Background: an optimization exercise with open tools, aiming at small area and a short achievable clock period. Do not read the settings as production practice.
In this exercise RTL edits were held to simulation tests only and were not proved equivalent to the original.
No activity file was given, so power comes from the tool's default toggle rates.

==> flow/design.v, too long to show whole: its modules and the start of the top module <==
// module apb_regs: 133 lines
// module fir_filter: 2607 lines
// module result_fifo: 108 lines
// module apb_acc_top: 77 lines
module apb_acc_top (
  input  wire logic         i_clk,
  input  wire logic         i_reset,
  input  wire logic [11:0]  i_paddr,
  input  wire logic [31:0]  i_pwdata,
  input  wire logic         i_pwrite,
  input  wire logic         i_psel,
  input  wire logic         i_penable,
  output logic      [31:0]  o_prdata,
  output logic              o_pready,
  output logic              o_pslverr
);
  // ...
==> flow/run.sh <==
#!/bin/bash
# synth_recipe.tcl (not shown) runs the flow's synth.tcl, then flattens the netlist and writes it again
# the make line also repeats each setting of config.mk as NAME=value (left out here)
make -C /OpenROAD-flow-scripts/flow DESIGN_CONFIG=/design/flow/config.mk WORK_HOME=/design/flow/orfs CLKGATE_MAP_FILE= SYNTH_SCRIPT=/design/flow/synth_recipe.tcl finish
==> flow/config.mk <==
export PLATFORM = sky130hd
export DESIGN_NAME = apb_acc_top
export DESIGN_NICKNAME = apb_acc_top
export VERILOG_FILES = /design/flow/design.v
export SDC_FILE = /design/flow/constraint.sdc
export NUM_CORES = 4
export LEC_CHECK = 0
export CAP_MARGIN = 20
export CORE_MARGIN = 2
export CORE_UTILIZATION = 65
export PLACE_DENSITY = 0.85
export SETUP_SLACK_MARGIN = 4.2
export SLEW_MARGIN = 20
export SYNTH_HIERARCHICAL = 1
export TNS_END_PERCENT = 20
==> flow/constraint.sdc <==
create_clock -name core_clock -period 7.0 [get_ports {i_clk}]
set_input_delay 1.4000 -clock core_clock [delete_from_list [all_inputs] [get_ports {i_clk}]]
set_output_delay 1.4000 -clock core_clock [all_outputs]
set_load 0.01 [all_outputs]
==> results.py, run 1 <==
metrics = {
    "die": {
        "die_y_um": 280,
        "initial_utilization_pct": 65.5,
        "dieArea_mm2": 0.0785,
        "taps": 978,
        "core_area_mm2": 0.0757,
    },
    "layout": {
        "seq_share_pct": 41.8,
        "seq_cell_count": 944,
        "drive_above_1_share_pct": 25.2,
        "largest-register": "u_fifo.mem",
        "fin_area_mm2": 0.0575,
        "final_cell_mix": "edfxtp_1, inv_1, dfxtp_1, fa_1, xor2_1",
    },
    "sta": {
        "clock_skew_ps": 49.0,
        "maxSlewViolCount": 0,
        "worstMarginPinSlew_ps": 1170,
        "setup_tns_ps": 0,
        "post-route-min-period_ps": 3710,
    },
    "synthesis": {
        "netlist_instances": 3934,
        "synth_area_mm2": 0.0496,
    },
    "power_and_ir_drop": {
        "p_int_uw": 9510,
        "switching_share_pct": 27.0,
        "p_leak_uw": 0.0222,
        "cellPowerDensity_mw_per_mm2": 227,
    },
    "routing": {
        "vias_per_cell": 6.93,
        "dr.pass1.iters": 9,
        "vias": 35700,
    },
    "clock_tree": {
        "cts_root_buf": "clkbuf_16",
        "cts_inserted_buffers": 93,
        "clockBufferDepth": 3,
    },
    "grt": {
        "grt_max_degree": 67,
        "met2_usage_pct": 68.9,
        "globalRouteMet1Util_pct": 52.5,
        "antenna_found_initial": 7,
        "track_usage_pct": 44.3,
    },
    "worst_setup_path": {
        "path_common_cell": "buf_4",
        "timing.rr.end": "u_regs.rd_q[28]$_DFF_P_",
        "cp_max_fo": 7,
        "critical_path.cell_chain": "buf_16, buf_4, buf_4, mux4_2, mux2_2, nand2_1, a31oi_1, nor4b_2, nand4b_1, o31a_1, nand2_2, a21oi_1",
        "setup.worst_path.start": "u_fifo.rd_ptr[0]$_DFFE_PP0P_",
        "cp.arrival_ps": 4260,
    },
    "placement": {
        "dp_hpwl_mm": 110,
    },
    "outcome": {
        "status": "timing/DRC/antenna clean",
    },
}
==> module result_fifo, before the edit <==
module result_fifo (
  input  wire logic         i_clk,
  input  wire logic         i_reset,
  input  wire logic         i_push,
  input  wire logic [26:0]  i_data,
  input  wire logic         i_pop,
  input  wire logic         i_clear,
  input  wire logic         i_en,
  output logic      [31:0]  o_head_n,     
  output logic              o_bypass,     
  output logic      [2:0]   o_status_n    
);
  logic [25:0] mem [16];
  logic [3:0]  wr_ptr;
  logic [3:0]  rd_ptr;
  logic        empty_q;
  logic        full_q;
  logic        overflow_q;
  logic [25:0] pend_data;
  logic [3:0]  pend_ptr;
  logic        pend_q;
  logic        do_push;
  logic        do_pop;
  logic        empty_n;
  logic        full_n;
  logic        ovf_n;
  assign do_push = i_push & i_en & ~full_q & ~i_clear;
  assign do_pop  = i_pop & ~empty_q & ~i_clear;
  assign ovf_n   = ~i_clear & (overflow_q | (i_push & i_en & full_q));
  always_comb
  begin
    empty_n = empty_q;
    full_n  = full_q;
    if (i_clear)
    begin
      empty_n = 1'b1;
      full_n  = 1'b0;
    end
    else if (do_push & ~do_pop)
    begin
      empty_n = 1'b0;
      full_n  = (wr_ptr + 4'd1 == rd_ptr);
    end
    else if (do_pop & ~do_push)
    begin
      empty_n = (rd_ptr + 4'd1 == wr_ptr);
      full_n  = 1'b0;
    end
  end
  always_ff @(posedge i_clk or posedge i_reset)
  begin
    if (i_reset)
    begin
      wr_ptr     <= '0;
      rd_ptr     <= '0;
      empty_q    <= 1'b1;
      full_q     <= 1'b0;
      overflow_q <= 1'b0;
    end
    else
    begin
      empty_q    <= empty_n;
      full_q     <= full_n;
      overflow_q <= ovf_n;
      if (i_clear)
      begin
        wr_ptr <= '0;
        rd_ptr <= '0;
      end
      else
      begin
        if (do_push)
          wr_ptr <= wr_ptr + 4'd1;
        if (do_pop)
          rd_ptr <= rd_ptr + 4'd1;
      end
    end
  end
  always_ff @(posedge i_clk or posedge i_reset)
  begin
    if (i_reset)
      pend_q <= 1'b0;
    else
      pend_q <= do_push;
  end
  always_ff @(posedge i_clk)
  begin
    pend_data <= i_data[25:0];
    pend_ptr  <= wr_ptr;
    if (pend_q)
      mem[pend_ptr] <= pend_data;
  end
  logic [25:0] h;
  logic        h_neg;
  assign h     = (pend_q && pend_ptr == rd_ptr) ? pend_data : mem[rd_ptr];
  assign h_neg = h[25] & (h[24:0] != '0);
  always_comb
  begin
    if (i_clear)
      o_head_n = '0;
    else if (!empty_q)
      o_head_n = {{6{h_neg}}, h};
    else
      o_head_n = '0;
  end
  assign o_bypass = empty_q & do_push;
  assign o_status_n = {ovf_n, full_n, empty_n};
endmodule
==> run 2: changes to the inputs <==
--- a/flow/design.v
+++ b/flow/design.v
@@ -2764,9 +2764,6 @@
   logic        empty_q;
   logic        full_q;
   logic        overflow_q;
-  logic [25:0] pend_data;
-  logic [3:0]  pend_ptr;
-  logic        pend_q;
   logic        do_push;
   logic        do_pop;
   logic        empty_n;
@@ -2824,23 +2821,14 @@
       end
     end
   end
-  always_ff @(posedge i_clk or posedge i_reset)
-  begin
-    if (i_reset)
-      pend_q <= 1'b0;
-    else
-      pend_q <= do_push;
-  end
   always_ff @(posedge i_clk)
   begin
-    pend_data <= i_data[25:0];
-    pend_ptr  <= wr_ptr;
-    if (pend_q)
-      mem[pend_ptr] <= pend_data;
+    if (do_push)
+      mem[wr_ptr] <= i_data[25:0];
   end
   logic [25:0] h;
   logic        h_neg;
-  assign h     = (pend_q && pend_ptr == rd_ptr) ? pend_data : mem[rd_ptr];
+  assign h     = mem[rd_ptr];
   assign h_neg = h[25] & (h[24:0] != '0);
   always_comb
   begin
--- a/flow/config.mk
+++ b/flow/config.mk
@@ -7,8 +7,8 @@
 export LEC_CHECK = 0
 export CAP_MARGIN = 20
 export CORE_MARGIN = 2
-export CORE_UTILIZATION = 65
-export PLACE_DENSITY = 0.85
+export CORE_UTILIZATION = 40
+export CTS_BUF_LIST = sky130_fd_sc_hd__clkbuf_4 sky130_fd_sc_hd__clkbuf_8
 export SETUP_SLACK_MARGIN = 4.2
 export SLEW_MARGIN = 20
 export SYNTH_HIERARCHICAL = 1
==> results.py, run 2 <==
metrics = {
    "clock_tree": {
        "clk_latency_ps": 890,
        "cts_hold_buf": 0,
        "clk_pin_slew_ps": 60,
        "cts_root_buf": "clkbuf_8",
        "cts_inserted_buffers": 152,
        "clock_sinks": 913,
        "cts_tree": "built",
        "htreeDepth": 4,
        "clockBufferDepth": 3,
    },
    "sta": {
        "clock_skew_ps": 67.1,
        "setup_tns_ps": 0,
        "post-route-min-period_ps": 3120,
        "maxSlewViolCount": 0,
        "rsz0062_at_grt": "yes",
        "period_share_pct": 44.6,
        "max_freq_mhz": 320,
        "worstMarginPinSlew_ps": 937,
        "hold_violations": 0,
        "relSlewSlack_pct": 36.9,
        "setup_violations": 0,
    },
    "die": {
        "die-width_um": 351,
        "ios": 83,
        "die_y_um": 351,
        "rows": 127,
        "initial_utilization_pct": 40.3,
        "core_area_mm2": 0.120,
        "dieArea_mm2": 0.123,
    },
    "routing": {
        "post_drt_wl_per_cell_um": 27.2,
        "vias": 31400,
        "totalWireLength_mm": 156,
        "drcViolationCount": 0,
        "vias_per_cell": 5.47,
        "final_antenna_net_count": 0,
        "dr.pass1.iters": 6,
        "drt_iter0_markers": 2998,
    },
    "grt": {
        "grt.overflow.total": 0,
        "globalRouteMet1Util_pct": 32.7,
        "busiest_layer": "met2",
        "grt_max_degree": 79,
        "grt_util_met3_pct": 5.65,
        "track_usage_pct": 25.3,
        "met2_usage_pct": 39.7,
        "grt_pass1_vias": 32000,
        "antenna_found_initial": 8,
        "grt_pass1_wl_mm": 223,
    },
    "layout": {
        "largestRegisters": "u_fifo.mem: 416 flops, u_regs.tap_q: 96 flops, u_filter.dly: 84 flops",
        "largest-register": "u_fifo.mem",
        "drive_above_1_share_pct": 30.8,
        "area_delta_synth_final_pct": 19.3,
        "largest_reg_flops": 416,
        "fin_cells": 5744,
        "ff_latch_area_mm2": 0.0234,
        "final_common_cell": "edfxtp_1",
        "multiInputGateArea_mm2": 0.0239,
        "n_fill_cell": 10700,
        "nets": 4467,
        "final_cell_mix": "edfxtp_1, inv_1, fa_1, dfxtp_1, xor2_1",
    },
    "worst_hold_path": {
        "hp-class": "reg -> reg",
        "worstHoldPathCells": 0,
    },
    "placement": {
        "post-place-cells": 5301,
        "dp_hpwl_mm": 107,
        "gp_congestion": 1.02,
        "portBuffers": 78,
    },
    "worst_setup_path": {
        "cp_max_fo": 6,
        "critPathKind": "reg -> reg",
        "cp-end-kind": "register",
        "cp.arrival_ps": 3870,
        "worstPathRequired_ps": 7740,
        "reg2regPathDepth": 11,
        "startpoint_type": "register",
    },
    "synthesis": {
        "netlist_instances": 3747,
        "avgSynthCellArea_um2": 12.9,
        "yosys_warnings": 18,
        "syn-num-nets": 4210,
        "synth_area_mm2": 0.0483,
    },
    "power_and_ir_drop": {
        "cellPowerDensity_mw_per_mm2": 235,
        "p_leak_uw": 0.0219,
        "ir_drop_mv": 0.215,
    },
    "outcome": {
        "status": "timing/DRC/antenna clean",
    },
    "run": {
        "drv_cap": 0,
    },
}
-- run 2: path summary, 6_finish.rpt --
kind                                         start                             end  slack [ps]
max in group asynchronous                  i_reset  u_regs.tap_q[1][6]$_DFFE_PP0P_        4570
max reg2reg                 u_filter.fb_en$_DFF_P_        u_filter.r2_13_1$_DFF_P_        3880
max                         u_filter.fb_en$_DFF_P_        u_filter.r2_13_1$_DFF_P_        3880
min                        u_filter.r1_1_0$_DFF_P_         u_filter.r2_1_0$_DFF_P_         320
min in group asynchronous                  i_reset      u_filter.live[0]$_DFF_PP0_         920
min reg2reg                u_filter.r1_1_0$_DFF_P_         u_filter.r2_1_0$_DFF_P_         320
-- run 2: final cells by class --
class	count	share of cell area (%)
flip-flops and latches	913	40.7
diodes	4	0.0174
clock inverters	41	0.776
well taps	1612	3.50
clock buffers	237	5.07
multi-input cells	2193	41.5
repair buffers	310	5.61
inverters	434	2.86
-- run 2: routing by layer --
layer	wire, um	up-vias	share of wire, %
li1	-	13500	-
met1	63000	16100	40
met2	72300	1466	46
met3	12200	362	7.8
met4	8720	8	5.6
met5	54	-	0.035
-- run 2: report_power, final --
group	internal [uW]	total, uW	leakage [uW]	switching [uW]
logic	885	2170	0.0117	1290
registers	6130	6180	0.00848	55.4
clock network	2930	5170	0.00178	2240
-- run 2: what timing repair did --
item,4_1_cts,5_1_grt
setup endpoints to repair,454,404
endpoints found under the hold margin,0,0
gates cloned,11,3
resized for setup,381,302
setup buffers,64,81
pin swaps,70,91
-- run 2: worst max-delay path: stages, from the launching register on --
cell,delay [ps]
dfxtp_4,360
buf_12,120
buf_12,100
nand2_8,50
fa_2,360
fa_1,490
inv_1,50
fa_1,490
inv_2,40
fa_1,490
inv_1,50
fa_1,410
-- run 2: per-stage QoR --
stage | utilization, % | setup slack, ps | instance area, um^2 | hold slack, ps | total power (uW)
2_1_floorplan | - | 3670 | 48300 | 310 | 7100
3_3_place_gp | 42.3 | 2410 | 50700 | 310 | 7770
3_5_place_dp | 42.4 | 2370 | 50700 | 312 | 7800
4_1_cts | 46.6 | 3890 | 55800 | 322 | 13400
5_1_grt | 48.1 | 3800 | 57600 | 328 | 14000
6_report | 48.1 | 3880 | 57600 | 319 | 13500

[afterwards: timing with drivers on the ports]
No port has a modelled driver above. Below, the same layouts with a new extraction and two added sets of constraints. Step 1 sets driving cells, clkbuf_16 on the clock port and buf_2 on the other inputs (assumed; they add their load-dependent delay and slew). Step 2 times the ports against the registers' clock, not the clock port: input delays grow and output delays shrink by t, the midpoint of the rising clock arrivals with the driver on. a / b / c = no drivers / after step 1 / after step 2; a / b = the first two.
| run | shift t [ns] | slack for setup (ns) | latest minus earliest clock arrival (ns) |
|---|---|---|---|
| run 1 | 0.752 | 3.295 / 3.295 / 3.139 | 0.049 / 0.049 |
| run 2 | 0.927 | 3.876 / 3.876 / 3.217 | 0.067 / 0.067 |
After both steps setup and hold are still met in every run listed. For run 2, which loses most, drivers alone change the setup slack by 0.000 ns; drivers and shift together by -0.659 ns.
